This is an optimization exercise on Yosys and OpenROAD, whose aim is small area, a short achievable clock period and few clock cycles per item, not a production implementation.
At most, simulation tests tie the RTL to the original design; equivalence was not proved.
The RTL of run 1 was laid out without a check of its function.
No activity file was given, so power comes from the tool's default toggle rates.

==> flow/design.v (outline; a module is shown in full before it is edited, if it fits) <==
// module array_mul_top: 1983 lines
// module mul_fa: 4 lines
// module mul_ha: 4 lines
module array_mul_top (
   input  logic        clk,
   input  logic        arst_n,
   input  logic        in_valid,
   input  logic        para_mode,
   input  logic [15:0] a,
   input  logic [15:0] b,
   output logic        out_valid,
   output logic [31:0] p
);
  // ...
==> flow/flow/run.sh <==
#!/bin/bash
# Own layout flow: the standard flow (standard.sh, unchanged steps) with three changes:
# port buffers of sky130_fd_sc_hd__buf_2, the delay cells (clkdlybuf4s*, dlygate*, dlymetal*)
# added to the platform's don't-use list so that repair uses plain buffers, and CTS without
# dummy loads. make's full output goes to orfs_make.log here; each ORFS step also keeps its
# own log under orfs/logs/.
set -euo pipefail
bash standard.sh "BUFFER_PORTS_ARGS=-buffer_cell sky130_fd_sc_hd__buf_1" \
  "DONT_USE_CELLS=sky130_fd_sc_hd__probe_p_8 sky130_fd_sc_hd__probec_p_8 sky130_fd_sc_hd__lpflow_bleeder_1 sky130_fd_sc_hd__lpflow_clkbufkapwr_1 sky130_fd_sc_hd__lpflow_clkbufkapwr_16 sky130_fd_sc_hd__lpflow_clkbufkapwr_2 sky130_fd_sc_hd__lpflow_clkbufkapwr_4 sky130_fd_sc_hd__lpflow_clkbufkapwr_8 sky130_fd_sc_hd__lpflow_clkinvkapwr_1 sky130_fd_sc_hd__lpflow_clkinvkapwr_16 sky130_fd_sc_hd__lpflow_clkinvkapwr_2 sky130_fd_sc_hd__lpflow_clkinvkapwr_4 sky130_fd_sc_hd__lpflow_clkinvkapwr_8 sky130_fd_sc_hd__lpflow_decapkapwr_12 sky130_fd_sc_hd__lpflow_decapkapwr_3 sky130_fd_sc_hd__lpflow_decapkapwr_4 sky130_fd_sc_hd__lpflow_decapkapwr_6 sky130_fd_sc_hd__lpflow_decapkapwr_8 sky130_fd_sc_hd__lpflow_inputiso0n_1 sky130_fd_sc_hd__lpflow_inputiso0p_1 sky130_fd_sc_hd__lpflow_inputiso1n_1 sky130_fd_sc_hd__lpflow_inputiso1p_1 sky130_fd_sc_hd__lpflow_inputisolatch_1 sky130_fd_sc_hd__lpflow_isobufsrc_1 sky130_fd_sc_hd__lpflow_isobufsrc_16 sky130_fd_sc_hd__lpflow_isobufsrc_2 sky130_fd_sc_hd__lpflow_isobufsrc_4 sky130_fd_sc_hd__lpflow_isobufsrc_8 sky130_fd_sc_hd__lpflow_isobufsrckapwr_16 sky130_fd_sc_hd__lpflow_lsbuf_lh_hl_isowell_tap_1 sky130_fd_sc_hd__lpflow_lsbuf_lh_hl_isowell_tap_2 sky130_fd_sc_hd__lpflow_lsbuf_lh_hl_isowell_tap_4 sky130_fd_sc_hd__lpflow_lsbuf_lh_isowell_4 sky130_fd_sc_hd__lpflow_lsbuf_lh_isowell_tap_1 sky130_fd_sc_hd__lpflow_lsbuf_lh_isowell_tap_2 sky130_fd_sc_hd__lpflow_lsbuf_lh_isowell_tap_4  sky130_fd_sc_hd__clkdlybuf4s15_1 sky130_fd_sc_hd__clkdlybuf4s15_2 sky130_fd_sc_hd__clkdlybuf4s18_1 sky130_fd_sc_hd__clkdlybuf4s18_2 sky130_fd_sc_hd__clkdlybuf4s25_1 sky130_fd_sc_hd__clkdlybuf4s25_2 sky130_fd_sc_hd__clkdlybuf4s50_1 sky130_fd_sc_hd__clkdlybuf4s50_2 sky130_fd_sc_hd__dlygate4sd1_1 sky130_fd_sc_hd__dlygate4sd2_1 sky130_fd_sc_hd__dlygate4sd3_1 sky130_fd_sc_hd__dlymetal6s2s_1 sky130_fd_sc_hd__dlymetal6s4s_1 sky130_fd_sc_hd__dlymetal6s6s_1" \
  "CTS_ARGS=-sink_clustering_enable -repair_clock_nets -dont_use_dummy_load -buf_list {sky130_fd_sc_hd__clkbuf_4 sky130_fd_sc_hd__clkbuf_8} -sink_clustering_size 20" \
  finish > orfs_make.log 2>&1
==> flow/standard.sh <==
#!/bin/bash
# synth_recipe.tcl (not shown) runs the flow's synth.tcl, then flattens the netlist and writes it again
# the make line also repeats each setting of config.mk as NAME=value (left out here)
make -C /OpenROAD-flow-scripts/flow DESIGN_CONFIG=/design/flow/config.mk WORK_HOME=/design/flow/orfs CLKGATE_MAP_FILE= SYNTH_SCRIPT=/design/flow/synth_recipe.tcl "${@:-finish}"
==> flow/config.mk <==
export PLATFORM = sky130hd
export DESIGN_NAME = array_mul_top
export DESIGN_NICKNAME = array_mul_top
export VERILOG_FILES = /design/flow/design.v
export SDC_FILE = /design/flow/constraint.sdc
export NUM_CORES = 4
export LEC_CHECK = 0
export CAP_MARGIN = 20
export CORE_MARGIN = 2
export CORE_UTILIZATION = 40
export CTS_BUF_LIST = sky130_fd_sc_hd__clkbuf_4 sky130_fd_sc_hd__clkbuf_8
export CTS_CLUSTER_SIZE = 20
export SETUP_SLACK_MARGIN = 3.0
export SLEW_MARGIN = 20
export SYNTH_HIERARCHICAL = 1
export SYNTH_MINIMUM_KEEP_SIZE = 0
==> flow/constraint.sdc <==
create_clock -name core_clock -period 6.0 [get_ports {clk}]
set_input_delay 1.2000 -clock core_clock [delete_from_list [all_inputs] [get_ports {clk}]]
set_output_delay 1.2000 -clock core_clock [all_outputs]
set_load 0.01 [all_outputs]
==> impl_metrics.yaml, run 1 <==
power_and_ir_drop:
  p_sw_mw: 2.07
  power_leader: "combinational logic"
finish:
  layout_common_cells: "231 x nand2_1, 160 x dfxtp_1, 141 x fa_1"
  drive_above_1_share: 0.240
  signal_buffers: 118
  top_register: "vld"
  regArea_sq_um: 3390
  clock_area_frac: 0.0200
clock_tree:
  clkTransAtPathRegs_ns: 0.08
  clkSinkCount: 168
  cts-root-buf: "clkbuf_8"
grt:
  grt_overflow: 0
timing:
  whs_ns: 0.328
  slew_headroom: 0.650
floorplan:
  die_area_sq_um: 27100
placement:
  placed_area_sq_um: 10800
  io_buffers: 68
  pre_cts_ws_ns: 1.91
detailed_routing:
  num_vias: 6230
  drc: 0
outcome:
  status: "timing/DRC/antenna clean"
critical_path:
  reg2reg_from: "fs40_q1$_DFF_P_"
  endpoint: "cg55_q2$_DFF_P_"
  path_cells: "fa_1 > fa_1 > fa_1 > ha_4 > a21oi_2 > o21ai_2 > a221oi_2 > a21bo_2 > a21o_1"
yosys:
  syn_area_sq_um: 10300
==> run 2: changes to the inputs <==
--- a/flow/design.v
+++ b/flow/design.v
@@ -924,16 +924,18 @@
    logic sm24;
    logic sm25;
    logic sm26;
    logic sm27;
    logic sm28;
    logic sm29;
    logic sm30;
    logic sm31;
+   logic fs5_q1;
+   logic hs3_q1;
    logic hc3_q1;
    logic fs8_q1;
    logic fs9_q1;
    logic fc9_q1;
    logic fc13_q1;
    logic fs14_q1;
    logic fc14_q1;
    logic fs18_q1;
@@ -1019,20 +1021,16 @@
    logic fc193_q1;
    logic fs194_q1;
    logic p0_q1;
    logic p0_q2;
    logic p1_q1;
    logic p1_q2;
    logic g4_q1;
    logic p4_q1;
-   logic g5_q1;
-   logic p5_q1;
-   logic p13_q2;
-   logic p14_q2;
    logic p15_q2;
    logic g16_q2;
    logic p16_q2;
    logic p17_q2;
    logic p18_q2;
    logic p19_q2;
    logic g20_q2;
    logic p20_q2;
@@ -1063,43 +1061,39 @@
    logic cg26_q2;
    logic cp26_q2;
    logic cg27_q2;
    logic cp27_q2;
    logic cg28_q2;
    logic cp28_q2;
    logic cg29_q2;
    logic cp29_q2;
-   logic cp40_q2;
-   logic cp41_q2;
-   logic cp42_q2;
-   logic cp43_q2;
    logic cg44_q2;
    logic cp44_q2;
    logic cg45_q2;
    logic cp45_q2;
    logic cg46_q2;
    logic cp46_q2;
-   logic cg52_q2;
-   logic cg53_q2;
    logic cg54_q2;
    logic cg55_q2;
    logic sm2_q1;
    logic sm2_q2;
    logic sm3_q1;
    logic sm3_q2;
    logic sm4_q2;
    logic sm5_q2;
    logic sm6_q2;
    logic sm7_q2;
    logic sm8_q2;
    logic sm9_q2;
    logic sm10_q2;
    logic sm11_q2;
    logic sm12_q2;
+   logic sm13_q2;
+   logic sm14_q2;
    assign pp_0_0 = ~(a0 & b0);
    assign pp_0_1 = ~(a1 & b0);
    assign pp_0_2 = ~(a2 & b0);
    assign pp_0_3 = ~(a3 & b0);
    assign pp_0_4 = ~(a4 & b0);
    assign pp_0_5 = ~(a5 & b0);
    assign pp_0_6 = ~(a6 & b0);
    assign pp_0_7 = ~(a7 & b0);
@@ -1355,35 +1349,35 @@
    mul_fa u_fa0 (.x(pp_0_3), .y(pp_1_2), .z(pp_2_1), .s(fs0), .c(fc0));
    mul_fa u_ha1 (.x(pp_3_0), .y(hc0), .z(1'b1), .s(hs1), .c(hc1));
    mul_fa u_fa1 (.x(pp_0_4), .y(pp_1_3), .z(pp_2_2), .s(fs1), .c(fc1));
    mul_fa u_fa2 (.x(pp_3_1), .y(pp_4_0), .z(fc0), .s(fs2), .c(fc2));
    mul_fa u_ha2 (.x(fs1), .y(hc1), .z(1'b1), .s(hs2), .c(hc2));
    mul_fa u_fa3 (.x(pp_0_5), .y(pp_1_4), .z(pp_2_3), .s(fs3), .c(fc3));
    mul_fa u_fa4 (.x(pp_3_2), .y(pp_4_1), .z(pp_5_0), .s(fs4), .c(fc4));
    mul_fa u_fa5 (.x(fc1), .y(fs3), .z(fs4), .s(fs5), .c(fc5));
-   mul_fa u_ha3 (.x(fc2), .y(hc2), .z(1'b1), .s(hs3), .c(hc3));
+   mul_fa u_ha3 (.x(hc2), .y(fc2), .z(1'b1), .s(hs3), .c(hc3));
    mul_fa u_fa6 (.x(pp_0_6), .y(pp_1_5), .z(pp_2_4), .s(fs6), .c(fc6));
    mul_fa u_fa7 (.x(pp_3_3), .y(pp_4_2), .z(pp_5_1), .s(fs7), .c(fc7));
    mul_fa u_fa8 (.x(pp_6_0), .y(fc3), .z(fc4), .s(fs8), .c(fc8));
    mul_fa u_fa9 (.x(fs6), .y(fs7), .z(fc5), .s(fs9), .c(fc9));
    mul_fa u_ha4 (.x(fs8_q1), .y(hc3_q1), .z(1'b1), .s(hs4), .c(hc4));
    mul_fa u_fa10 (.x(pp_0_7), .y(pp_1_6), .z(pp_2_5), .s(fs10), .c(fc10));
    mul_fa u_fa11 (.x(pp_3_4), .y(pp_4_3), .z(pp_5_2), .s(fs11), .c(fc11));
    mul_fa u_fa12 (.x(pp_6_1), .y(pp_7_0), .z(fc6), .s(fs12), .c(fc12));
    mul_fa u_fa13 (.x(fc7), .y(fs10), .z(fs11), .s(fs13), .c(fc13));
    mul_fa u_fa14 (.x(fc8), .y(fs12), .z(fs13), .s(fs14), .c(fc14));
    mul_fa u_ha5 (.x(fc9_q1), .y(fs14_q1), .z(1'b1), .s(hs5), .c(hc5));
    mul_fa u_fa15 (.x(pp_0_8), .y(pp_1_7), .z(pp_2_6), .s(fs15), .c(fc15));
    mul_fa u_fa16 (.x(pp_3_5), .y(pp_4_4), .z(pp_5_3), .s(fs16), .c(fc16));
    mul_fa u_fa17 (.x(pp_6_2), .y(pp_7_1), .z(pp_8_0), .s(fs17), .c(fc17));
    mul_fa u_fa18 (.x(fc10), .y(fc11), .z(fs15), .s(fs18), .c(fc18));
    mul_fa u_fa19 (.x(fs16), .y(fs17), .z(fc12), .s(fs19), .c(fc19));
-   mul_fa u_fa20 (.x(fc13_q1), .y(fs18_q1), .z(fs19_q1), .s(fs20), .c(fc20));
-   mul_fa u_ha6 (.x(fc14_q1), .y(hc5), .z(1'b1), .s(hs6), .c(hc6));
+   mul_fa u_fa20 (.x(fc13_q1), .y(fs18_q1), .z(fc14_q1), .s(fs20), .c(fc20));
+   mul_fa u_ha6 (.x(fs19_q1), .y(hc5), .z(1'b1), .s(hs6), .c(hc6));
    mul_fa u_fa21 (.x(pp_0_9), .y(pp_1_8), .z(pp_2_7), .s(fs21), .c(fc21));
    mul_fa u_fa22 (.x(pp_3_6), .y(pp_4_5), .z(pp_5_4), .s(fs22), .c(fc22));
    mul_fa u_fa23 (.x(pp_6_3), .y(pp_7_2), .z(pp_8_1), .s(fs23), .c(fc23));
    mul_fa u_fa24 (.x(pp_9_0), .y(fc15), .z(fc16), .s(fs24), .c(fc24));
    mul_fa u_fa25 (.x(fc17), .y(fs21), .z(fs22), .s(fs25), .c(fc25));
    mul_fa u_fa26 (.x(fs23), .y(fc18), .z(fs24), .s(fs26), .c(fc26));
    mul_fa u_fa27 (.x(fs25_q1), .y(fc19_q1), .z(fs26_q1), .s(fs27), .c(fc27));
    mul_fa u_ha7 (.x(fc20), .y(fs27), .z(1'b1), .s(hs7), .c(hc7));
@@ -1399,18 +1393,18 @@
    mul_fa u_fa36 (.x(pp_0_11), .y(pp_1_10), .z(pp_2_9), .s(fs36), .c(fc36));
    mul_fa u_fa37 (.x(pp_3_8), .y(pp_4_7), .z(pp_5_6), .s(fs37), .c(fc37));
    mul_fa u_fa38 (.x(pp_6_5), .y(pp_7_4), .z(pp_8_3), .s(fs38), .c(fc38));
    mul_fa u_fa39 (.x(pp_9_2), .y(pp_10_1), .z(pp_11_0), .s(fs39), .c(fc39));
    mul_fa u_fa40 (.x(fc28), .y(fc29), .z(fc30), .s(fs40), .c(fc40));
    mul_fa u_fa41 (.x(fs36), .y(fs37), .z(fs38), .s(fs41), .c(fc41));
    mul_fa u_fa42 (.x(fs39), .y(fc31), .z(fc32), .s(fs42), .c(fc42));
    mul_fa u_fa43 (.x(fs40_q1), .y(fs41_q1), .z(fc33_q1), .s(fs43), .c(fc43));
-   mul_fa u_fa44 (.x(fc34_q1), .y(fs42_q1), .z(fs43), .s(fs44), .c(fc44));
-   mul_fa u_ha9 (.x(fc35), .y(fs44), .z(1'b1), .s(hs9), .c(hc9));
+   mul_fa u_fa44 (.x(fc34_q1), .y(fs42_q1), .z(fc35), .s(fs44), .c(fc44));
+   mul_fa u_ha9 (.x(fs43), .y(hc8), .z(1'b1), .s(hs9), .c(hc9));
    mul_fa u_fa45 (.x(pp_0_12), .y(pp_1_11), .z(pp_2_10), .s(fs45), .c(fc45));
    mul_fa u_fa46 (.x(pp_3_9), .y(pp_4_8), .z(pp_5_7), .s(fs46), .c(fc46));
    mul_fa u_fa47 (.x(pp_6_6), .y(pp_7_5), .z(pp_8_4), .s(fs47), .c(fc47));
    mul_fa u_fa48 (.x(pp_9_3), .y(pp_10_2), .z(pp_11_1), .s(fs48), .c(fc48));
    mul_fa u_fa49 (.x(pp_12_0), .y(fc36), .z(fc37), .s(fs49), .c(fc49));
    mul_fa u_fa50 (.x(fc38), .y(fc39), .z(fs45), .s(fs50), .c(fc50));
    mul_fa u_fa51 (.x(fs46), .y(fs47), .z(fs48), .s(fs51), .c(fc51));
    mul_fa u_fa52 (.x(fc40), .y(fc41), .z(fs49), .s(fs52), .c(fc52));
@@ -1448,44 +1442,44 @@
    mul_fa u_fa81 (.x(pp_9_6), .y(pp_10_5), .z(pp_11_4), .s(fs81), .c(fc81));
    mul_fa u_fa82 (.x(pp_12_3), .y(pp_13_2), .z(pp_14_1), .s(fs82), .c(fc82));
    mul_fa u_fa83 (.x(pp_15_0), .y(fc66), .z(fc67), .s(fs83), .c(fc83));
    mul_fa u_fa84 (.x(fc68), .y(fc69), .z(fc70), .s(fs84), .c(fc84));
    mul_fa u_fa85 (.x(fs78), .y(fs79), .z(fs80), .s(fs85), .c(fc85));
    mul_fa u_fa86 (.x(fs81), .y(fs82), .z(fc71), .s(fs86), .c(fc86));
    mul_fa u_fa87 (.x(fc72), .y(fc73), .z(fs83), .s(fs87), .c(fc87));
    mul_fa u_fa88 (.x(fs84_q1), .y(fs85_q1), .z(fc74_q1), .s(fs88), .c(fc88));
-   mul_fa u_fa89 (.x(fs86_q1), .y(fc75_q1), .z(fs87_q1), .s(fs89), .c(fc89));
+   mul_fa u_fa89 (.x(fc75_q1), .y(fs86_q1), .z(fs87_q1), .s(fs89), .c(fc89));
    mul_fa u_fa90 (.x(fc76), .y(fs88), .z(fs89), .s(fs90), .c(fc90));
    mul_fa u_ha13 (.x(fc77), .y(fs90), .z(1'b1), .s(hs13), .c(hc13));
    mul_fa u_fa91 (.x(pp_1_15), .y(pp_2_14), .z(pp_3_13), .s(fs91), .c(fc91));
    mul_fa u_fa92 (.x(pp_4_12), .y(pp_5_11), .z(pp_6_10), .s(fs92), .c(fc92));
    mul_fa u_fa93 (.x(pp_7_9), .y(pp_8_8), .z(pp_9_7), .s(fs93), .c(fc93));
    mul_fa u_fa94 (.x(pp_10_6), .y(pp_11_5), .z(pp_12_4), .s(fs94), .c(fc94));
    mul_fa u_fa95 (.x(pp_13_3), .y(pp_14_2), .z(pp_15_1), .s(fs95), .c(fc95));
    mul_fa u_fa96 (.x(fc78), .y(fc79), .z(fc80), .s(fs96), .c(fc96));
    mul_fa u_fa97 (.x(fc81), .y(fc82), .z(fs91), .s(fs97), .c(fc97));
    mul_fa u_fa98 (.x(fs92), .y(fs93), .z(fs94), .s(fs98), .c(fc98));
    mul_fa u_fa99 (.x(fs95), .y(fc83), .z(fc84), .s(fs99), .c(fc99));
    mul_fa u_fa100 (.x(fc85), .y(fs96), .z(fs97), .s(fs100), .c(fc100));
    mul_fa u_fa101 (.x(fs98_q1), .y(fc86_q1), .z(fc87_q1), .s(fs101), .c(fc101));
    mul_fa u_fa102 (.x(fs99_q1), .y(fs100_q1), .z(fc88), .s(fs102), .c(fc102));
-   mul_fa u_fa103 (.x(fc89), .y(fs101), .z(fs102), .s(fs103), .c(fc103));
-   mul_fa u_ha14 (.x(fc90), .y(hc13), .z(1'b1), .s(hs14), .c(hc14));
+   mul_fa u_fa103 (.x(fc89), .y(fs101), .z(fc90), .s(fs103), .c(fc103));
+   mul_fa u_ha14 (.x(fs102), .y(hc13), .z(1'b1), .s(hs14), .c(hc14));
    mul_fa u_fa104 (.x(pp_2_15), .y(pp_3_14), .z(pp_4_13), .s(fs104), .c(fc104));
    mul_fa u_fa105 (.x(pp_5_12), .y(pp_6_11), .z(pp_7_10), .s(fs105), .c(fc105));
    mul_fa u_fa106 (.x(pp_8_9), .y(pp_9_8), .z(pp_10_7), .s(fs106), .c(fc106));
    mul_fa u_fa107 (.x(pp_11_6), .y(pp_12_5), .z(pp_13_4), .s(fs107), .c(fc107));
    mul_fa u_fa108 (.x(pp_14_3), .y(pp_15_2), .z(fc91), .s(fs108), .c(fc108));
    mul_fa u_fa109 (.x(fc92), .y(fc93), .z(fc94), .s(fs109), .c(fc109));
    mul_fa u_fa110 (.x(fc95), .y(fs104), .z(fs105), .s(fs110), .c(fc110));
    mul_fa u_fa111 (.x(fs106), .y(fs107), .z(fc96), .s(fs111), .c(fc111));
    mul_fa u_fa112 (.x(fc97), .y(fc98), .z(fs108), .s(fs112), .c(fc112));
    mul_fa u_fa113 (.x(fs109_q1), .y(fs110_q1), .z(fc99_q1), .s(fs113), .c(fc113));
-   mul_fa u_fa114 (.x(fs111_q1), .y(fc100_q1), .z(fs112_q1), .s(fs114), .c(fc114));
+   mul_fa u_fa114 (.x(fc100_q1), .y(fs111_q1), .z(fs112_q1), .s(fs114), .c(fc114));
    mul_fa u_fa115 (.x(fc101), .y(fs113), .z(fs114), .s(fs115), .c(fc115));
    mul_fa u_fa116 (.x(fc102), .y(fs115), .z(fc103), .s(fs116), .c(fc116));
    mul_fa u_fa117 (.x(pp_3_15), .y(pp_4_14), .z(pp_5_13), .s(fs117), .c(fc117));
    mul_fa u_fa118 (.x(pp_6_12), .y(pp_7_11), .z(pp_8_10), .s(fs118), .c(fc118));
    mul_fa u_fa119 (.x(pp_9_9), .y(pp_10_8), .z(pp_11_7), .s(fs119), .c(fc119));
    mul_fa u_fa120 (.x(pp_12_6), .y(pp_13_5), .z(pp_14_4), .s(fs120), .c(fc120));
    mul_fa u_fa121 (.x(pp_15_3), .y(fc104), .z(fc105), .s(fs121), .c(fc121));
    mul_fa u_fa122 (.x(fc106), .y(fc107), .z(fs117), .s(fs122), .c(fc122));
@@ -1498,18 +1492,18 @@
    mul_fa u_fa129 (.x(pp_4_15), .y(pp_5_14), .z(pp_6_13), .s(fs129), .c(fc129));
    mul_fa u_fa130 (.x(pp_7_12), .y(pp_8_11), .z(pp_9_10), .s(fs130), .c(fc130));
    mul_fa u_fa131 (.x(pp_10_9), .y(pp_11_8), .z(pp_12_7), .s(fs131), .c(fc131));
    mul_fa u_fa132 (.x(pp_13_6), .y(pp_14_5), .z(pp_15_4), .s(fs132), .c(fc132));
    mul_fa u_fa133 (.x(fc117), .y(fc118), .z(fc119), .s(fs133), .c(fc133));
    mul_fa u_fa134 (.x(fc120), .y(fs129), .z(fs130), .s(fs134), .c(fc134));
    mul_fa u_fa135 (.x(fs131), .y(fs132), .z(fc121), .s(fs135), .c(fc135));
    mul_fa u_fa136 (.x(fc122), .y(fc123), .z(fs133), .s(fs136), .c(fc136));
-   mul_fa u_fa137 (.x(fs134_q1), .y(fc124_q1), .z(fs135_q1), .s(fs137), .c(fc137));
-   mul_fa u_fa138 (.x(fc125_q1), .y(fs136_q1), .z(fc126), .s(fs138), .c(fc138));
+   mul_fa u_fa137 (.x(fs134_q1), .y(fc124_q1), .z(fc125_q1), .s(fs137), .c(fc137));
+   mul_fa u_fa138 (.x(fs135_q1), .y(fs136_q1), .z(fc126), .s(fs138), .c(fc138));
    mul_fa u_fa139 (.x(fs137), .y(fc127), .z(fs138), .s(fs139), .c(fc139));
    mul_fa u_fa140 (.x(pp_5_15), .y(pp_6_14), .z(pp_7_13), .s(fs140), .c(fc140));
    mul_fa u_fa141 (.x(pp_8_12), .y(pp_9_11), .z(pp_10_10), .s(fs141), .c(fc141));
    mul_fa u_fa142 (.x(pp_11_9), .y(pp_12_8), .z(pp_13_7), .s(fs142), .c(fc142));
    mul_fa u_fa143 (.x(pp_14_6), .y(pp_15_5), .z(fc129), .s(fs143), .c(fc143));
    mul_fa u_fa144 (.x(fc130), .y(fc131), .z(fc132), .s(fs144), .c(fc144));
    mul_fa u_fa145 (.x(fs140), .y(fs141), .z(fs142), .s(fs145), .c(fc145));
    mul_fa u_fa146 (.x(fc133), .y(fc134), .z(fs143), .s(fs146), .c(fc146));
@@ -1563,32 +1557,32 @@
    mul_fa u_fa194 (.x(pp_14_15), .y(pp_15_14), .z(fc192), .s(fs194), .c(fc194));
    assign p0 = ~pp_0_0;
    assign g1 = pp_0_1 & pp_1_0;
    assign p1 = pp_0_1 ^ pp_1_0;
    assign g2 = pp_2_0 & hs0;
    assign p2 = pp_2_0 ^ hs0;
    assign g3 = fs0 & hs1;
    assign p3 = fs0 ^ hs1;
-   assign g4 = fs2 & hs2;
-   assign p4 = fs2 ^ hs2;
-   assign g5 = fs5 & hs3;
-   assign p5 = fs5 ^ hs3;
+   assign g4 = hs2 & fs2;
+   assign p4 = hs2 ^ fs2;
+   assign g5 = fs5_q1 & hs3_q1;
+   assign p5 = fs5_q1 ^ hs3_q1;
    assign g6 = fs9_q1 & hs4;
    assign p6 = fs9_q1 ^ hs4;
    assign g7 = hc4 & hs5;
    assign p7 = hc4 ^ hs5;
    assign g8 = fs20 & hs6;
    assign p8 = fs20 ^ hs6;
    assign g9 = hc6 & hs7;
    assign p9 = hc6 ^ hs7;
    assign g10 = hc7 & hs8;
    assign p10 = hc7 ^ hs8;
-   assign g11 = hc8 & hs9;
-   assign p11 = hc8 ^ hs9;
+   assign g11 = fs44 & hs9;
+   assign p11 = fs44 ^ hs9;
    assign g12 = hc9 & hs10;
    assign p12 = hc9 ^ hs10;
    assign g13 = hc10 & hs11;
    assign p13 = hc10 ^ hs11;
    assign g14 = hc11 & hs12;
    assign p14 = hc11 ^ hs12;
    assign g15 = hc12 & hs13;
    assign p15 = hc12 ^ hs13;
@@ -1620,18 +1614,18 @@
    assign p28 = fs193_q1 ^ fc191;
    assign g29 = fs194_q1 & fc193_q1;
    assign p29 = fs194_q1 ^ fc193_q1;
    assign g30 = pp_15_15 & fc194;
    assign p30 = pp_15_15 ^ fc194;
    assign cg0 = g1 | p1;
    assign cg1 = g3 | (p3 & g2);
    assign cp1 = p3 & p2;
-   assign cg2 = g5_q1 | (p5_q1 & g4_q1);
-   assign cp2 = p5_q1 & p4_q1;
+   assign cg2 = g5 | (p5 & g4_q1);
+   assign cp2 = p5 & p4_q1;
    assign cg3 = g7 | (p7 & g6);
    assign cp3 = p7 & p6;
    assign cg4 = g9 | (p9 & g8);
    assign cp4 = p9 & p8;
    assign cg5 = g11 | (p11 & g10);
    assign cp5 = p11 & p10;
    assign cg6 = g13 | (p13 & g12);
    assign cp6 = p13 & p12;
@@ -1687,79 +1681,79 @@
    assign cp36 = p12 & cp21;
    assign cg37 = cg6 | (cp6 & cg21);
    assign cp37 = cp6 & cp21;
    assign cg38 = cg22 | (cp22 & cg21);
    assign cp38 = cp22 & cp21;
    assign cg39 = cg23 | (cp23 & cg21);
    assign cp39 = cp23 & cp21;
    assign cg40 = g20_q2 | (p20_q2 & cg25_q2);
-   assign cp40 = p20 & cp25;
+   assign cp40 = p20_q2 & cp25_q2;
    assign cg41 = cg10_q2 | (cp10_q2 & cg25_q2);
-   assign cp41 = cp10 & cp25;
+   assign cp41 = cp10_q2 & cp25_q2;
    assign cg42 = cg26_q2 | (cp26_q2 & cg25_q2);
-   assign cp42 = cp26 & cp25;
+   assign cp42 = cp26_q2 & cp25_q2;
    assign cg43 = cg27_q2 | (cp27_q2 & cg25_q2);
-   assign cp43 = cp27 & cp25;
+   assign cp43 = cp27_q2 & cp25_q2;
    assign cg44 = g28 | (p28 & cg29);
    assign cp44 = p28 & cp29;
    assign cg45 = cg14 | (cp14 & cg29);
    assign cp45 = cp14 & cp29;
    assign cg46 = cg30 | (cp30 & cg29);
    assign cp46 = cp30 & cp29;
    assign cg48 = g8 | (p8 & cg35);
    assign cg49 = cg4 | (cp4 & cg35);
    assign cg50 = cg20 | (cp20 & cg35);
    assign cg51 = cg21 | (cp21 & cg35);
    assign cg52 = cg36 | (cp36 & cg35);
    assign cg53 = cg37 | (cp37 & cg35);
    assign cg54 = cg38 | (cp38 & cg35);
    assign cg55 = cg39 | (cp39 & cg35);
    assign cg56 = g24_q2 | (p24_q2 & cg43);
-   assign cp56 = p24_q2 & cp43_q2;
+   assign cp56 = p24_q2 & cp43;
    assign cg57 = cg12_q2 | (cp12_q2 & cg43);
-   assign cp57 = cp12_q2 & cp43_q2;
+   assign cp57 = cp12_q2 & cp43;
    assign cg58 = cg28_q2 | (cp28_q2 & cg43);
-   assign cp58 = cp28_q2 & cp43_q2;
+   assign cp58 = cp28_q2 & cp43;
    assign cg59 = cg29_q2 | (cp29_q2 & cg43);
-   assign cp59 = cp29_q2 & cp43_q2;
+   assign cp59 = cp29_q2 & cp43;
    assign cg60 = cg44_q2 | (cp44_q2 & cg43);
-   assign cp60 = cp44_q2 & cp43_q2;
+   assign cp60 = cp44_q2 & cp43;
    assign cg61 = cg45_q2 | (cp45_q2 & cg43);
-   assign cp61 = cp45_q2 & cp43_q2;
+   assign cp61 = cp45_q2 & cp43;
    assign cg62 = cg46_q2 | (cp46_q2 & cg43);
-   assign cp62 = cp46_q2 & cp43_q2;
+   assign cp62 = cp46_q2 & cp43;
    assign cg64 = g16_q2 | (p16_q2 & cg55_q2);
    assign cg65 = cg8_q2 | (cp8_q2 & cg55_q2);
    assign cg66 = cg24_q2 | (cp24_q2 & cg55_q2);
    assign cg67 = cg25_q2 | (cp25_q2 & cg55_q2);
-   assign cg68 = cg40 | (cp40_q2 & cg55_q2);
-   assign cg69 = cg41 | (cp41_q2 & cg55_q2);
-   assign cg70 = cg42 | (cp42_q2 & cg55_q2);
-   assign cg71 = cg43 | (cp43_q2 & cg55_q2);
+   assign cg68 = cg40 | (cp40 & cg55_q2);
+   assign cg69 = cg41 | (cp41 & cg55_q2);
+   assign cg70 = cg42 | (cp42 & cg55_q2);
+   assign cg71 = cg43 | (cp43 & cg55_q2);
    assign cg72 = cg56 | (cp56 & cg55_q2);
    assign cg73 = cg57 | (cp57 & cg55_q2);
    assign cg74 = cg58 | (cp58 & cg55_q2);
    assign cg75 = cg59 | (cp59 & cg55_q2);
    assign cg76 = cg60 | (cp60 & cg55_q2);
    assign cg77 = cg61 | (cp61 & cg55_q2);
    assign cg78 = cg62 | (cp62 & cg55_q2);
    assign sm2 = ~(p2 ^ cg0);
    assign sm3 = ~(p3 ^ cg16);
    assign sm4 = ~(p4_q1 ^ cg17_q1);
-   assign sm5 = ~(p5_q1 ^ cg32);
+   assign sm5 = ~(p5 ^ cg32);
    assign sm6 = ~(p6 ^ cg33);
    assign sm7 = ~(p7 ^ cg34);
    assign sm8 = ~(p8 ^ cg35);
    assign sm9 = ~(p9 ^ cg48);
    assign sm10 = ~(p10 ^ cg49);
    assign sm11 = ~(p11 ^ cg50);
    assign sm12 = ~(p12 ^ cg51);
-   assign sm13 = ~(p13_q2 ^ cg52_q2);
-   assign sm14 = ~(p14_q2 ^ cg53_q2);
+   assign sm13 = ~(p13 ^ cg52);
+   assign sm14 = ~(p14 ^ cg53);
    assign sm15 = ~(p15_q2 ^ cg54_q2);
    assign sm16 = ~(p16_q2 ^ cg55_q2);
    assign sm17 = ~(p17_q2 ^ cg64);
    assign sm18 = ~(p18_q2 ^ cg65);
    assign sm19 = ~(p19_q2 ^ cg66);
    assign sm20 = ~(p20_q2 ^ cg67);
    assign sm21 = ~(p21_q2 ^ cg68);
    assign sm22 = ~(p22_q2 ^ cg69);
@@ -1768,16 +1762,18 @@
    assign sm25 = ~(p25_q2 ^ cg72);
    assign sm26 = ~(p26_q2 ^ cg73);
    assign sm27 = ~(p27_q2 ^ cg74);
    assign sm28 = ~(p28_q2 ^ cg75);
    assign sm29 = ~(p29_q2 ^ cg76);
    assign sm30 = ~(p30_q2 ^ cg77);
    assign sm31 = ~cg78;
    always_ff @(posedge clk) begin
+      fs5_q1 <= fs5;
+      hs3_q1 <= hs3;
       hc3_q1 <= hc3;
       fs8_q1 <= fs8;
       fs9_q1 <= fs9;
       fc9_q1 <= fc9;
       fc13_q1 <= fc13;
       fs14_q1 <= fs14;
       fc14_q1 <= fc14;
       fs18_q1 <= fs18;
@@ -1863,20 +1859,16 @@
       fc193_q1 <= fc193;
       fs194_q1 <= fs194;
       p0_q1 <= p0;
       p0_q2 <= p0_q1;
       p1_q1 <= p1;
       p1_q2 <= p1_q1;
       g4_q1 <= g4;
       p4_q1 <= p4;
-      g5_q1 <= g5;
-      p5_q1 <= p5;
-      p13_q2 <= p13;
-      p14_q2 <= p14;
       p15_q2 <= p15;
       g16_q2 <= g16;
       p16_q2 <= p16;
       p17_q2 <= p17;
       p18_q2 <= p18;
       p19_q2 <= p19;
       g20_q2 <= g20;
       p20_q2 <= p20;
@@ -1907,43 +1899,39 @@
       cg26_q2 <= cg26;
       cp26_q2 <= cp26;
       cg27_q2 <= cg27;
       cp27_q2 <= cp27;
       cg28_q2 <= cg28;
       cp28_q2 <= cp28;
       cg29_q2 <= cg29;
       cp29_q2 <= cp29;
-      cp40_q2 <= cp40;
-      cp41_q2 <= cp41;
-      cp42_q2 <= cp42;
-      cp43_q2 <= cp43;
       cg44_q2 <= cg44;
       cp44_q2 <= cp44;
       cg45_q2 <= cg45;
       cp45_q2 <= cp45;
       cg46_q2 <= cg46;
       cp46_q2 <= cp46;
-      cg52_q2 <= cg52;
-      cg53_q2 <= cg53;
       cg54_q2 <= cg54;
       cg55_q2 <= cg55;
       sm2_q1 <= sm2;
       sm2_q2 <= sm2_q1;
       sm3_q1 <= sm3;
       sm3_q2 <= sm3_q1;
       sm4_q2 <= sm4;
       sm5_q2 <= sm5;
       sm6_q2 <= sm6;
       sm7_q2 <= sm7;
       sm8_q2 <= sm8;
       sm9_q2 <= sm9;
       sm10_q2 <= sm10;
       sm11_q2 <= sm11;
       sm12_q2 <= sm12;
+      sm13_q2 <= sm13;
+      sm14_q2 <= sm14;
    end
    logic [1:0] vld;
    always_ff @(posedge clk or negedge arst_n) begin
       if (!arst_n) begin
          vld <= '0;
       end else begin
          vld <= {vld[0:0], in_valid};
       end
@@ -1957,18 +1945,18 @@
    assign p[5] = sm5_q2;
    assign p[6] = sm6_q2;
    assign p[7] = sm7_q2;
    assign p[8] = sm8_q2;
    assign p[9] = sm9_q2;
    assign p[10] = sm10_q2;
    assign p[11] = sm11_q2;
    assign p[12] = sm12_q2;
-   assign p[13] = sm13;
-   assign p[14] = sm14;
+   assign p[13] = sm13_q2;
+   assign p[14] = sm14_q2;
    assign p[15] = sm15;
    assign p[16] = sm16;
    assign p[17] = sm17;
    assign p[18] = sm18;
    assign p[19] = sm19;
    assign p[20] = sm20;
    assign p[21] = sm21;
    assign p[22] = sm22;
==> flow/flow/run.sh (replaced) <==
#!/bin/bash
# Own layout flow: the standard flow (standard.sh: the standard synthesis and ORFS steps,
# unchanged) with a few ORFS variables set on the make command line:
#  - port buffers made of sky130_fd_sc_hd__buf_1 (buffer_ports -buffer_cell), instead of the
#    delay cell buffer_ports picks by default; repair upsizes the critical ones;
#  - the delay cells (clkdlybuf4s*, dlygate*, dlymetal*) added to the platform's don't-use
#    list, so that repair buffers with plain buffers;
#  - clock tree of clkbuf_4/clkbuf_8 without dummy loads.
# make's full output goes to orfs_make.log in this folder; each ORFS step also keeps its own
# log under orfs/logs/.
set -euo pipefail
PLATFORM_DONT_USE="sky130_fd_sc_hd__probe_p_8 sky130_fd_sc_hd__probec_p_8 sky130_fd_sc_hd__lpflow_bleeder_1 sky130_fd_sc_hd__lpflow_clkbufkapwr_1 sky130_fd_sc_hd__lpflow_clkbufkapwr_16 sky130_fd_sc_hd__lpflow_clkbufkapwr_2 sky130_fd_sc_hd__lpflow_clkbufkapwr_4 sky130_fd_sc_hd__lpflow_clkbufkapwr_8 sky130_fd_sc_hd__lpflow_clkinvkapwr_1 sky130_fd_sc_hd__lpflow_clkinvkapwr_16 sky130_fd_sc_hd__lpflow_clkinvkapwr_2 sky130_fd_sc_hd__lpflow_clkinvkapwr_4 sky130_fd_sc_hd__lpflow_clkinvkapwr_8 sky130_fd_sc_hd__lpflow_decapkapwr_12 sky130_fd_sc_hd__lpflow_decapkapwr_3 sky130_fd_sc_hd__lpflow_decapkapwr_4 sky130_fd_sc_hd__lpflow_decapkapwr_6 sky130_fd_sc_hd__lpflow_decapkapwr_8 sky130_fd_sc_hd__lpflow_inputiso0n_1 sky130_fd_sc_hd__lpflow_inputiso0p_1 sky130_fd_sc_hd__lpflow_inputiso1n_1 sky130_fd_sc_hd__lpflow_inputiso1p_1 sky130_fd_sc_hd__lpflow_inputisolatch_1 sky130_fd_sc_hd__lpflow_isobufsrc_1 sky130_fd_sc_hd__lpflow_isobufsrc_16 sky130_fd_sc_hd__lpflow_isobufsrc_2 sky130_fd_sc_hd__lpflow_isobufsrc_4 sky130_fd_sc_hd__lpflow_isobufsrc_8 sky130_fd_sc_hd__lpflow_isobufsrckapwr_16 sky130_fd_sc_hd__lpflow_lsbuf_lh_hl_isowell_tap_1 sky130_fd_sc_hd__lpflow_lsbuf_lh_hl_isowell_tap_2 sky130_fd_sc_hd__lpflow_lsbuf_lh_hl_isowell_tap_4 sky130_fd_sc_hd__lpflow_lsbuf_lh_isowell_4 sky130_fd_sc_hd__lpflow_lsbuf_lh_isowell_tap_1 sky130_fd_sc_hd__lpflow_lsbuf_lh_isowell_tap_2 sky130_fd_sc_hd__lpflow_lsbuf_lh_isowell_tap_4"
DELAY_CELLS="sky130_fd_sc_hd__clkdlybuf4s15_1 sky130_fd_sc_hd__clkdlybuf4s15_2 sky130_fd_sc_hd__clkdlybuf4s18_1 sky130_fd_sc_hd__clkdlybuf4s18_2 sky130_fd_sc_hd__clkdlybuf4s25_1 sky130_fd_sc_hd__clkdlybuf4s25_2 sky130_fd_sc_hd__clkdlybuf4s50_1 sky130_fd_sc_hd__clkdlybuf4s50_2 sky130_fd_sc_hd__dlygate4sd1_1 sky130_fd_sc_hd__dlygate4sd2_1 sky130_fd_sc_hd__dlygate4sd3_1 sky130_fd_sc_hd__dlymetal6s2s_1 sky130_fd_sc_hd__dlymetal6s4s_1 sky130_fd_sc_hd__dlymetal6s6s_1"
bash standard.sh "BUFFER_PORTS_ARGS=-buffer_cell sky130_fd_sc_hd__buf_1" \
  "DONT_USE_CELLS=$PLATFORM_DONT_USE $DELAY_CELLS" \
  "CTS_ARGS=-sink_clustering_enable -repair_clock_nets -dont_use_dummy_load -buf_list {sky130_fd_sc_hd__clkbuf_4 sky130_fd_sc_hd__clkbuf_8} -sink_clustering_size 20" \
  finish > orfs_make.log 2>&1
==> impl_metrics.yaml, run 2 <==
outcome:
  status: "timing/DRC/antenna clean"
critical_path:
  cpMostUsedCell: "fa_1"
  start_kind: "input port"
  slowest_delay_ns: 0.57
  path_cells: "clkbuf_4 > nor2b_4 > nand2_2 > fa_1 > fa_1 > fa_1"
  critPathCaptureType: "register"
  cp.required_ns: 6.30
  cp_max_fo: 9
  worst-setup-path-type: "input port to register"
  cp_num_buf_inv: 1
  crit_family: "adder cells"
  arrival_ns: 3.30
  slowest_stage: "fa_1"
detailed_routing:
  wl_met3_mm: 1.80
  post_drt_wl_per_cell_microns: 17.3
  drt_iter0_markers: 389
  num_vias: 6149
  wirelength_mm: 21.9
  viasPerCell: 4.87
  dr.pass1.iters: 5
  wl_met2_mm: 10.3
  drc: 0
  met1_length_mm: 9.37
  top_layer_used: "met4"
  final_antenna_net_count: 0
grt:
  grt_usage: 0.177
  grt_pass1_wl_mm: 35.7
  grt_max_degree: 21
  grt_overflow: 0
  grt_pass1_vias: 6707
  antenna_found_initial: 0
placement:
  dpl.hpwl_mm: 16.3
  io_buffers: 68
  gp_congestion: 0.885
  pre_cts_ws_ns: 1.91
finish:
  layout_common_cells: "230 x nand2_1, 157 x dfxtp_1, 142 x fa_1"
  nets: 1215
  insertedDiodeCount: 0
  largest_reg_flops: 2
  top_register: "vld"
  fill_cells: 2360
  drive_above_1_share: 0.227
  regArea_sq_um: 3260
  multi_input_area_sq_um: 6930
  area_growth_syn_to_layout_pct: 11.9
  final_common_cell: "nand2_1"
clock_tree:
  cts-buffers-inserted: 17
  cts-root-buf: "clkbuf_8"
  cts_hold_buf: 0
  cts_max_path_buffers: 2
  clkSinkCount: 162
  ctsHtreeMaxLevel: 4
  clkTransAtPathRegs_ns: 0.06
  tritoncts: "built"
  clock_latency_ns: 0.47
min_path:
  hold_path_class: "register to register"
yosys:
  yosysWarnings: 7
  syn_inst: 888
  synth_edf_count: 0
  syn_area_sq_um: 10200
  seq_area_frac_synth: 0.319
  syn_avg_cell_area_sq_um: 11.5
  dominantRegCellSynth: "dfxtp_1"
  ys_top_cells_by_area: "fa_1 42%, dfxtp_1 31%, nand2_1 9.4%, ha_1 3.9%, buf_4 2.4%"
  yosysTopAreaCell: "fa_1"
  yosys.area.top_type_share: 0.416
  yosys-top-cells-count: "255 x nand2_1, 212 x fa_1, 160 x dfxtp_1, 64 x clkbuf_1"
  yosysMostFrequentCell: "nand2_1"
  ys_async_sr_fraction: 0.0123
  synth_cell_types: 32
  synth.ff_latch_count: 162
power_and_ir_drop:
  p_leak_nw: 4.07
  finalPower_mw: 5.06
  power_density_nw_per_um2: 443
  irDropWorstVdd_v: 0.000261
floorplan:
  die_area_sq_um: 26800
  dieWidth_microns: 164
  rows: 58
  core_area_sq_um: 25100
  die_h_microns: 164
  initial_utilization: 0.406
  io_pins: 69
timing:
  setup_violations: 0
  rsz0062_at_grt: "yes"
  setup_ws_ns: 3.00
  finalCritPeriodShare: 0.500
  finalCriticalPeriod_ns: 3.00
  hold_viol_final: 0
  drv_slew: 0
  fmax_mhz: 333
  skew_ns: 0.0426
  fin_setup_tns_ns: 0
job:
  cap_violations: 0
run 2: final cells by class:
type                    instances  share of cell area
well taps                     330              0.0362
multi-input cells             633               0.607
clock buffers                  17              0.0205
flip-flops and latches        162               0.285
inverters                      11             0.00362
repair buffers                110              0.0472
run 2: where the power goes:
| group | total, mW | internal, mW | switching (mW) |
|---|---|---|---|
| logic | 2.84 | 1.35 | 1.49 |
| clock network | 0.597 | 0.250 | 0.346 |
| registers | 1.63 | 1.48 | 0.152 |
run 2: worst paths after layout:
kind                                    endpoint       startpoint  cells past startpoint  slack [ns]
min in group asynchronous       vld[1]$_DFF_PN0_           arst_n                      1        0.53
worst max register to register   cg25_q2$_DFF_P_  fs87_q1$_DFF_P_                      8        3.01
worst min register to register     p0_q2$_DFF_P_    p0_q1$_DFF_P_                      0        0.33
worst max-delay path            fs125_q1$_DFF_P_             a[5]                      6        3.00
max in group asynchronous       vld[0]$_DFF_PN0_           arst_n                      1        5.35
worst min-delay path               p0_q2$_DFF_P_    p0_q1$_DFF_P_                      0        0.33
run 2: metrics by stage:
stage / std cells / hold slack (ns) / instance area, sq um / util
2_1_floorplan: 902 / 0.310 / 11000 / -
3_3_place_gp: 1207 / 0.313 / 10700 / 0.425
3_5_place_dp: 1207 / 0.312 / 10700 / 0.425
4_1_cts: 1240 / 0.330 / 11300 / 0.448
5_1_grt: 1263 / 0.334 / 11400 / 0.455
6_report: 1263 / 0.328 / 11400 / 0.455
run 2: layer usage:
layer / up-vias / GRT usage
met5: - / 0
met4: 0 / 0.0478
met3: 31 / 0.0447
met2: 229 / 0.276
met1: 3140 / 0.248
li1: 2749 / -
run 2: repair_timing:
| item | 4_1_cts | 5_1_grt |
|---|---|---|
| setup endpoints to repair | 96 | 29 |
| pin swaps | 11 | 22 |
| setup buffers | 16 | 23 |
| resized for setup | 91 | 20 |
run 2: kinds of logic after synthesis:
group | share of synthesized area
simple gates | 0.120
other cells | 0.000368
fa+ha+maj | 0.455
buf+inv | 0.0511
compound gates | 0.0346
xor+xnor | 0.0197
flops | 0.319
run 2: modules after synthesis (local to each module, per instance):
| module | times used | cell area (sq um) | flops+latches |
|---|---|---|---|
| array_mul_top | 1 | 6000 | 162 |
| mul_fa | 210 | 20.0 | 0 |
run 2: worst register-to-register path: stages (launching register included):
cell	delay, ns
dfxtp_2	0.32
fa_1	0.56
fa_2	0.46
fa_2	0.38
fa_2	0.50
ha_4	0.18
a21o_1	0.16
a21o_1	0.17
a21o_1	0.17
Testbench counts of run 2, summed over its fixed seeds: cycles 4,008, items 4,000.
==> run 3: changes to the inputs <==
--- a/flow/config.mk
+++ b/flow/config.mk
@@ -8,5 +8,5 @@
 export CAP_MARGIN = 20
 export CORE_MARGIN = 2
-export CORE_UTILIZATION = 40
+export CORE_UTILIZATION = 50
 export CTS_BUF_LIST = sky130_fd_sc_hd__clkbuf_4 sky130_fd_sc_hd__clkbuf_8
 export CTS_CLUSTER_SIZE = 20
==> impl_metrics.yaml, run 3 <==
timing:
  whs_ns: 0.309
  hold_viol_final: 0
  rsz0062_at_grt: "yes"
  fmax_mhz: 335
  setup_violations: 0
  finalCritPeriodShare: 0.497
  drv_slew: 0
  skew_ns: 0.0278
  finalCriticalPeriod_ns: 2.98
  fin_setup_tns_ns: 0
  setup_ws_ns: 3.02
finish:
  final_cell_count_no_fill: 1196
  layout_common_cells: "229 x nand2_1, 156 x dfxtp_1, 142 x fa_1"
  insertedDiodeCount: 0
  stdcell_area_sq_um: 11300
  final_common_cell: "nand2_1"
  largest_reg_flops: 2
  top_register: "vld"
  nets: 1208
  fill_cells: 1752
  drive_above_1_share: 0.232
  area_growth_syn_to_layout_pct: 11.1
  utilization: 0.564
placement:
  dpl.hpwl_mm: 15.7
  gp_congestion: 0.870
  pre_cts_ws_ns: 1.96
  io_buffers: 68
  placed_area_sq_um: 10600
  dpl.cell_count: 1145
yosys:
  yosys.area.top_type_share: 0.416
  synth_cell_types: 32
  synth_edf_count: 0
  ys_top_cells_by_area: "fa_1 42%, dfxtp_1 31%, nand2_1 9.4%, ha_1 3.9%, buf_4 2.4%"
  syn_area_sq_um: 10200
  yosysWarnings: 7
  synth.ff_latch_count: 162
  dominantRegCellSynth: "dfxtp_1"
  yosys-top-cells-count: "255 x nand2_1, 212 x fa_1, 160 x dfxtp_1, 64 x clkbuf_1"
  seq_area_frac_synth: 0.319
  yosysTopAreaCell: "fa_1"
  yosysMostFrequentCell: "nand2_1"
  ys_async_sr_fraction: 0.0123
  syn_avg_cell_area_sq_um: 11.5
  syn_inst: 888
power_and_ir_drop:
  irDropWorstVdd_v: 0.000239
  finalPower_mw: 5.13
  p_leak_nw: 4.06
  power_density_nw_per_um2: 452
detailed_routing:
  wl_met3_mm: 1.59
  wl_met2_mm: 9.98
  met1_length_mm: 9.28
  num_vias: 6123
  post_drt_wl_per_cell_microns: 17.7
  drt_iter0_markers: 453
  dr.pass1.iters: 5
  top_layer_used: "met4"
  wirelength_mm: 21.2
  viasPerCell: 5.12
  drc: 0
  final_antenna_net_count: 0
grt:
  grt_max_degree: 17
  grt_pass1_vias: 6741
  antenna_found_initial: 0
  grt_usage: 0.212
  grt_pass1_wl_mm: 34.8
  grt_overflow: 0
clock_tree:
  tritoncts: "built"
  ctsHtreeMaxLevel: 4
  clkSinkCount: 162
  cts_max_path_buffers: 2
  cts-root-buf: "clkbuf_8"
  clkTransAtPathRegs_ns: 0.08
  cts-buffers-inserted: 17
  clock_latency_ns: 0.47
floorplan:
  die_h_microns: 147
  die_area_sq_um: 21600
  initial_utilization: 0.507
  dieWidth_microns: 147
  rows: 52
  io_pins: 69
  core_area_sq_um: 20100
critical_path:
  endpoint: "p[30]"
  reg2reg_from: "fs84_q1$_DFF_P_"
  start_kind: "register"
  r2r_setup_slack_ns: 3.05
  worst-setup-path-type: "register to output pin"
  critPathCaptureType: "output pin"
  cp_max_fo: 8
  arrival_ns: 1.78
  startpoint: "cg55_q2$_DFF_P_"
  r2r-end: "cg25_q2$_DFF_P_"
  cp.required_ns: 4.80
  rr_worst_depth: 8
outcome:
  status: "timing/DRC/antenna clean"
job:
  cap_violations: 0
min_path:
  hold_path_class: "register to register"
run 3: cell counts after synthesis:
Identical to the previous run, type by type.
run 3: kinds of logic (layout without fill, tap and decap cells):
group                      Yosys count  in the layout  synth area share
other                                1             15          0.000368
adders and majority gates          244            244             0.455
and+or+nand+nor                    301            301             0.120
buffers and inverters              107            131            0.0511
xor gates and xnor gates            23             23            0.0197
DFF                                162            162             0.319
AOI/OAI and AO/OA                   50             50            0.0346
run 3: how the worst min path moves through the flow:
| stage | slack [ns] | cells past startpoint | from | endpoint |
|---|---|---|---|---|
| after detailed placement | 0.32 | 0 | sm3_q1$_DFF_P_ | sm3_q2$_DFF_P_ |
| after global routing | 0.32 | 0 | p1_q1$_DFF_P_ | p1_q2$_DFF_P_ |
| final | 0.31 | 0 | p0_q1$_DFF_P_ | p0_q2$_DFF_P_ |
| after global placement | 0.31 | 0 | sm2_q1$_DFF_P_ | sm2_q2$_DFF_P_ |
| after CTS | 0.31 | 0 | p0_q1$_DFF_P_ | p0_q2$_DFF_P_ |
| after floorplan | 0.31 | 0 | p0_q1$_DFF_P_ | p0_q2$_DFF_P_ |
run 3: critical path: stages (launching register included):
cell and delay, ns:
dfxtp_4 0.36, a21o_4 0.24, a21o_4 0.26, a21oi_2 0.15
xor2_1 0.17, buf_2 0.15
run 3: final cells by class:
class | instances | area [sq um] | share of cell area
clock buffers | 17 | 234 | 0.0206
inverters | 11 | 41.3 | 0.00364
multi-input cells | 633 | 6940 | 0.613
flip-flops and latches | 162 | 3260 | 0.288
well taps | 270 | 338 | 0.0298
repair buffers | 103 | 517 | 0.0456
run 3: timing repair:
item / in CTS / in global routing
hold buffers: 0 / 0
setup buffers: 14 / 20
resized for setup: 87 / 29
pin swaps: 13 / 15
setup endpoints to repair: 94 / 25
run 3: report_power, final:
part / switching (mW) / leakage, nW / total [mW] / internal (mW)
sequential: 0.145 / 1.36 / 1.62 / 1.48
clock: 0.339 / 0.122 / 0.589 / 0.250
combinational: 1.50 / 2.58 / 2.92 / 1.42
total: 1.98 / 4.06 / 5.13 / 3.14
run 3: metal layers:
layer  vias up  GRT usage
li1       2728          -
met1      3122      0.295
met2       250      0.336
met3        23     0.0491
met4         0     0.0626
met5         -          0
run 3: Yosys stat by module (local to each module, per instance):
| module | flops+latches | cells | area, sq um |
|---|---|---|---|
| array_mul_top | 162 | 678 | 6000 |
| mul_fa | 0 | 1 | 20.0 |
==> run 4: changes to the inputs <==
--- a/flow/config.mk
+++ b/flow/config.mk
@@ -8,5 +8,5 @@
 export CAP_MARGIN = 20
 export CORE_MARGIN = 2
-export CORE_UTILIZATION = 50
+export CORE_UTILIZATION = 30
 export CTS_BUF_LIST = sky130_fd_sc_hd__clkbuf_4 sky130_fd_sc_hd__clkbuf_8
 export CTS_CLUSTER_SIZE = 20
==> impl_metrics.yaml, run 4 <==
outcome:
  status: "timing/DRC/antenna clean"
timing:
  skew_ns: 0.0323
  setup_violations: 0
  rsz0062_at_grt: "yes"
  fin_setup_tns_ns: 0
  fmax_mhz: 332
  drv_slew: 0
  finalCritPeriodShare: 0.501
  finalCriticalPeriod_ns: 3.01
  hold_viol_final: 0
critical_path:
  worst-setup-path-type: "register to output pin"
  cp_max_fo: 8
  cp.required_ns: 4.80
  arrival_ns: 1.81
  r2r-end: "cg25_q2$_DFF_P_"
  reg2reg_from: "fs85_q1$_DFF_P_"
  slowest_delay_ns: 0.35
  critPathCaptureType: "output pin"
  crit_family: "compound AO/OA/AOI/OAI gates"
  slowest_stage: "dfxtp_4"
  cpMostUsedCell: "a21o_4"
  rr_worst_depth: 8
  r2r_setup_slack_ns: 3.03
  cp_num_buf_inv: 1
  path_cells: "a21o_4 > a21o_4 > a21oi_2 > xor2_1 > buf_2"
  start_kind: "register"
finish:
  nets: 1212
  largest_reg_flops: 2
  area_growth_syn_to_layout_pct: 14.0
  top_register: "vld"
  drive_above_1_share: 0.244
  fill_cells: 3354
  final_common_cell: "nand2_1"
  insertedDiodeCount: 0
  layout_common_cells: "230 x nand2_1, 156 x dfxtp_1, 144 x fa_1"
  final_cell_count_no_fill: 1378
yosys:
  yosysTopAreaCell: "fa_1"
  synth_top_family_by_area: "adder cells"
  synth_cell_types: 32
  synth_xor_area_frac: 0.0197
  synth_edf_count: 0
  seq_area_frac_synth: 0.319
  yosysWarnings: 7
  synth.ff_latch_count: 162
  yosys-top-cells-count: "255 x nand2_1, 212 x fa_1, 160 x dfxtp_1, 64 x clkbuf_1"
  yosys.area.top_type_share: 0.416
  ys_async_sr_fraction: 0.0123
  yosysMostFrequentCell: "nand2_1"
  dominantRegCellSynth: "dfxtp_1"
  yosys.area_share.simple: 0.120
  syn_inst: 888
  muxShareOfSynthArea: 0
  syn_avg_cell_area_sq_um: 11.5
  synthAdderAreaFrac: 0.455
  ys_top_cells_by_area: "fa_1 42%, dfxtp_1 31%, nand2_1 9.4%, ha_1 3.9%, buf_4 2.4%"
  synth_compound_area_frac: 0.0346
  syn_area_sq_um: 10200
clock_tree:
  clkTransAtPathRegs_ns: 0.07
  cts-root-buf: "clkbuf_8"
  cts_max_path_buffers: 2
  ctsHtreeMaxLevel: 4
  clkSinkCount: 162
  clock_latency_ns: 0.47
  cts-buffers-inserted: 17
  tritoncts: "built"
  cts_hold_buf: 0
power_and_ir_drop:
  finalPower_mw: 5.24
  p_leak_nw: 4.10
  p_sw_mw: 2.09
  power_density_nw_per_um2: 450
  p_clk_frac: 0.115
  irDropWorstVdd_v: 0.000253
  p_int_mw: 3.15
  swShare: 0.399
  comb_power_share: 0.572
  seq_power_share: 0.313
floorplan:
  rows: 67
  core_area_sq_um: 33500
  die_area_sq_um: 35500
  io_pins: 69
  die_h_microns: 188
  initial_utilization: 0.304
  dieWidth_microns: 188
detailed_routing:
  viasPerCell: 4.50
  final_antenna_net_count: 0
  drc: 0
  wirelength_mm: 22.3
  dr.pass1.iters: 5
  post_drt_wl_per_cell_microns: 16.2
  drt_iter0_markers: 346
  num_vias: 6201
grt:
  grt_pass1_wl_mm: 36.6
  met3_usage: 0.0317
  busiest_layer: "met2"
  grt_usage: 0.134
  use_met2: 0.225
  grt_overflow: 0
  grt_max_degree: 17
  grtUsageMet1: 0.168
  antenna_found_initial: 0
  grt_pass1_vias: 6866
job:
  cap_violations: 0
placement:
  io_buffers: 68
  dpl.cell_count: 1323
  gp_congestion: 0.842
  dpl.hpwl_mm: 17.0
min_path:
  min_path_cells: 0
  hold_path_class: "register to register"
  worstHoldStart: "sm2_q1$_DFF_P_"
  min_to: "sm2_q2$_DFF_P_"
==> run 4: cell counts after synthesis <==
No cell type changed its count.
==> run 4: stage by stage <==
stage | hold WS [ns] | area [sq um] | setup slack (ns) | utilization
4_1_cts | 0.332 | 11400 | 2.95 | 0.341
6_report | 0.330 | 11600 | 2.99 | 0.347
3_3_place_gp | 0.311 | 10800 | 1.95 | 0.323
5_1_grt | 0.333 | 11600 | 2.90 | 0.347
3_5_place_dp | 0.312 | 10800 | 1.90 | 0.323
2_1_floorplan | 0.310 | 11000 | 2.77 | -
==> run 4: power groups by stage <==
stage | Sequential [mW] | Clock (mW) | Combinational, mW
finish | 1.64 | 0.603 | 2.99
detailed placement | 1.65 | 0 | 2.69
global route | 1.68 | 0.668 | 3.44
CTS | 1.64 | 0.632 | 2.87
floorplan | 1.61 | 0 | 2.23
global placement | 1.64 | 0 | 2.64
==> run 4: kinds of logic (layout without fill, tap and decap cells) <==
kind of cell,Yosys count,in the layout
other cells,1,15
simple gates,301,301
xor+xnor,23,23
fa+ha+maj,244,244
buf+inv,107,135
flops,162,162
compound gates,50,50
==> run 4: routing by layer <==
metal  share of wire  vias to the layer above
li1                -                     2735
met1            0.42                     3186
met2            0.49                      240
met3           0.061                       40
met4           0.026                        0
met5               0                        -
==> run 4: worst max-delay path by stage <==
stage / from / to / slack, ns / depth (start not counted)
floorplan: para_mode / fs75_q1$_DFF_P_ / 2.77 / 7
global placement: a[5] / fs100_q1$_DFF_P_ / 1.95 / 6
detailed placement: a[5] / fs100_q1$_DFF_P_ / 1.90 / 6
CTS: cg55_q2$_DFF_P_ / p[25] / 2.95 / 5
global route: cg55_q2$_DFF_P_ / p[27] / 2.90 / 5
finish: cg55_q2$_DFF_P_ / p[27] / 2.99 / 5
==> run 4: what timing repair did <==
item,in CTS,in global routing
setup endpoints to repair,94,25
gates resized for setup,93,29
pin swaps,20,13
buffers inserted,19,19
==> run 4: layout make-up <==
class	count	area, sq um	share of cell area
clock buffer	17	234	0.0201
inverter	11	41.3	0.00355
multi-input combinational	633	6990	0.601
sequential	162	3260	0.280
tap	448	561	0.0482
timing repair buffer	107	546	0.0469
==> run 4: modules after synthesis (local to each module, per instance) <==
module / cell area (sq um) / times used / flip-flops and latches / cells inside
mul_fa: 20.0 / 210 / 0 / 1
array_mul_top: 6000 / 1 / 162 / 678
==> run 5: changes to the inputs <==
--- a/flow/config.mk
+++ b/flow/config.mk
@@ -8,8 +8,8 @@
 export CAP_MARGIN = 20
 export CORE_MARGIN = 2
-export CORE_UTILIZATION = 30
+export CORE_UTILIZATION = 40
 export CTS_BUF_LIST = sky130_fd_sc_hd__clkbuf_4 sky130_fd_sc_hd__clkbuf_8
 export CTS_CLUSTER_SIZE = 20
-export SETUP_SLACK_MARGIN = 3.0
+export SETUP_SLACK_MARGIN = 3.05
 export SLEW_MARGIN = 20
 export SYNTH_HIERARCHICAL = 1
==> impl_metrics.yaml, run 5 <==
outcome:
  status: "timing/DRC/antenna clean"
timing:
  fmax_mhz: 336
  finalCritPeriodShare: 0.496
  hold_viol_final: 0
  skew_ns: 0.0323
  drv_slew: 0
  finalCriticalPeriod_ns: 2.98
  fin_setup_tns_ns: 0
  rsz0062_at_grt: "yes"
  setup_violations: 0
critical_path:
  rr_worst_depth: 8
  critPathCaptureType: "register"
  start_kind: "register"
  arrival_ns: 3.32
  worst-setup-path-type: "register to register"
  reg2reg_from: "fs86_q1$_DFF_P_"
  cp.required_ns: 6.35
  r2r-end: "cg25_q2$_DFF_P_"
  startpoint: "fs86_q1$_DFF_P_"
  endpoint: "cg25_q2$_DFF_P_"
  r2r_setup_slack_ns: 3.02
  cp_max_fo: 4
clock_tree:
  clkSinkCount: 162
  ctsHtreeMaxLevel: 4
  tritoncts: "built"
  cts_max_path_buffers: 2
  clkTransAtPathRegs_ns: 0.08
  cts-buffers-inserted: 17
  cts_hold_buf: 0
  clock_latency_ns: 0.47
  cts-root-buf: "clkbuf_8"
detailed_routing:
  drt_iter0_markers: 339
  post_drt_wl_per_cell_microns: 17.3
  num_vias: 6211
  viasPerCell: 4.89
  final_antenna_net_count: 0
  drc: 0
  dr.pass1.iters: 5
  wirelength_mm: 21.9
floorplan:
  die_h_microns: 164
  initial_utilization: 0.406
  io_pins: 69
  rows: 58
  die_area_sq_um: 26800
  core_area_sq_um: 25100
  dieWidth_microns: 164
finish:
  area_growth_syn_to_layout_pct: 14.1
  final_common_cell: "nand2_1"
  insertedDiodeCount: 0
  fill_cells: 2382
  layout_common_cells: "225 x nand2_1, 155 x dfxtp_1, 132 x fa_1"
  nets: 1222
  largest_reg_flops: 2
  top_register: "vld"
  drive_above_1_share: 0.262
yosys:
  syn_avg_cell_area_sq_um: 11.5
  syn_area_sq_um: 10200
  dominantRegCellSynth: "dfxtp_1"
  ys_top_cells_by_area: "fa_1 42%, dfxtp_1 31%, nand2_1 9.4%, ha_1 3.9%, buf_4 2.4%"
  yosysTopAreaCell: "fa_1"
  syn_inst: 888
  yosys.area.top_type_share: 0.416
  yosysWarnings: 7
  yosysMostFrequentCell: "nand2_1"
  synth_cell_types: 32
  synth.ff_latch_count: 162
  seq_area_frac_synth: 0.319
  ys_async_sr_fraction: 0.0123
  yosys-top-cells-count: "255 x nand2_1, 212 x fa_1, 160 x dfxtp_1, 64 x clkbuf_1"
  synth_edf_count: 0
grt:
  grt_overflow: 0
  grt_max_degree: 18
  antenna_found_initial: 0
  grt_pass1_wl_mm: 36.5
  grt_pass1_vias: 6922
  grt_usage: 0.179
job:
  cap_violations: 0
power_and_ir_drop:
  irDropWorstVdd_v: 0.000253
  power_density_nw_per_um2: 450
  p_leak_nw: 4.15
  finalPower_mw: 5.23
placement:
  io_buffers: 68
  gp_congestion: 0.846
  dpl.hpwl_mm: 16.0
min_path:
  hold_path_class: "register to register"
## run 5: kinds of logic after synthesis
kind of cell	synth area share
buf+inv	0.0511
xor+xnor	0.0197
flops	0.319
simple gates	0.120
fa+ha+maj	0.455
other cells	0.000368
compound gates	0.0346
## run 5: area by class of cell
| type | instances | area, sq um | area share |
|---|---|---|---|
| Multi-Input combinational cell | 633 | 7030 | 0.604 |
| Sequential cell | 162 | 3260 | 0.280 |
| Timing Repair Buffer | 117 | 663 | 0.0570 |
| Tap cell | 330 | 413 | 0.0355 |
| Clock buffer | 17 | 234 | 0.0201 |
| Inverter | 11 | 41.3 | 0.00355 |
## run 5: metal layers
layer / GRT usage / wire (microns) / vias to the layer above
li1: - / - / 2758
met1: 0.248 / 9610 / 3181
met2: 0.290 / 10500 / 251
met3: 0.0354 / 1610 / 21
met4: 0.0486 / 254 / 0
met5: 0 / 0 / -
## run 5: timing repair
item / 4_1_cts / 5_1_grt
resized for setup: 96 / 61
setup buffers: 27 / 21
endpoints found under the setup margin: 99 / 34
pin swaps: 27 / 19
## run 5: critical path, cell delays in order, from the launching register on
cell and delay, ns:
dfxtp_2 0.32, fa_1 0.57, fa_2 0.46, fa_2 0.39
fa_2 0.42, ha_4 0.24, a21o_1 0.19, a21o_1 0.17
a21o_1 0.15
## run 5: how the worst min path moves through the flow
stage	startpoint	endpoint	slack, ns	cells after the start
3_3_place_gp	p0_q1$_DFF_P_	p0_q2$_DFF_P_	0.31	0
4_1_cts	p0_q1$_DFF_P_	p0_q2$_DFF_P_	0.33	0
2_1_floorplan	p0_q1$_DFF_P_	p0_q2$_DFF_P_	0.31	0
5_1_grt	p0_q1$_DFF_P_	p0_q2$_DFF_P_	0.34	0
6_report	p0_q1$_DFF_P_	p0_q2$_DFF_P_	0.33	0
3_5_place_dp	sm2_q1$_DFF_P_	sm2_q2$_DFF_P_	0.31	0
## run 5: power by group
group	internal (mW)	switching, mW	leakage [nW]
combinational	1.44	1.57	2.67
clock	0.250	0.344	0.122
sequential	1.48	0.152	1.36
## run 5: Yosys stat by module, one instance, submodules excluded
| module | times used | cells | flops+latches |
|---|---|---|---|
| array_mul_top | 1 | 678 | 162 |
| mul_fa | 210 | 1 | 0 |
## run 5: per-stage QoR
step	hold WS [ns]	instance area (sq um)	utilization	setup WS [ns]	instances
finish	0.331	11600	0.464	3.02	1270
global route	0.342	11600	0.464	2.92	1270
CTS	0.335	11400	0.453	3.01	1249
detailed placement	0.312	10700	0.426	1.91	1205
global placement	0.314	10700	0.426	1.96	1205
floorplan	0.310	11000	-	2.77	902

-- port drivers added, routing unchanged --
Ports are ideal in the flow. The routed layouts listed here were re-timed in OpenROAD. Step 1, drivers: a clkbuf_16 drives clk and a buf_2 each remaining input, both assumed. Step 2 adds t to the input delays and takes it off the output delays; t is the mean of the earliest and latest rising clock arrival at the registers after step 1. Input paths then give back, and output paths get back, about the clock's delay inside the block. Slacks: no drivers / after step 1 / after step 2; pairs: no drivers / after step 1.
run	shift t [ns]	setup slack, ns	worst setup path after step 2	worst slew at a driven data input, ns
run 1	0.485	2.942 / 2.942 / 2.535	input to register	0.06
run 2	0.488	3.000 / 3.006 / 2.519	input to register	0.06
run 3	0.500	3.018 / 2.975 / 2.540	input to register	0.07
run 4	0.496	2.991 / 2.947 / 2.536	input to register	0.06
run 5	0.488	3.023 / 3.023 / 2.572	input to register	0.07
After both steps setup and hold are still met in every run listed. For run 2, which loses most, drivers alone change the setup slack by +0.006 ns; drivers and shift together by -0.481 ns.
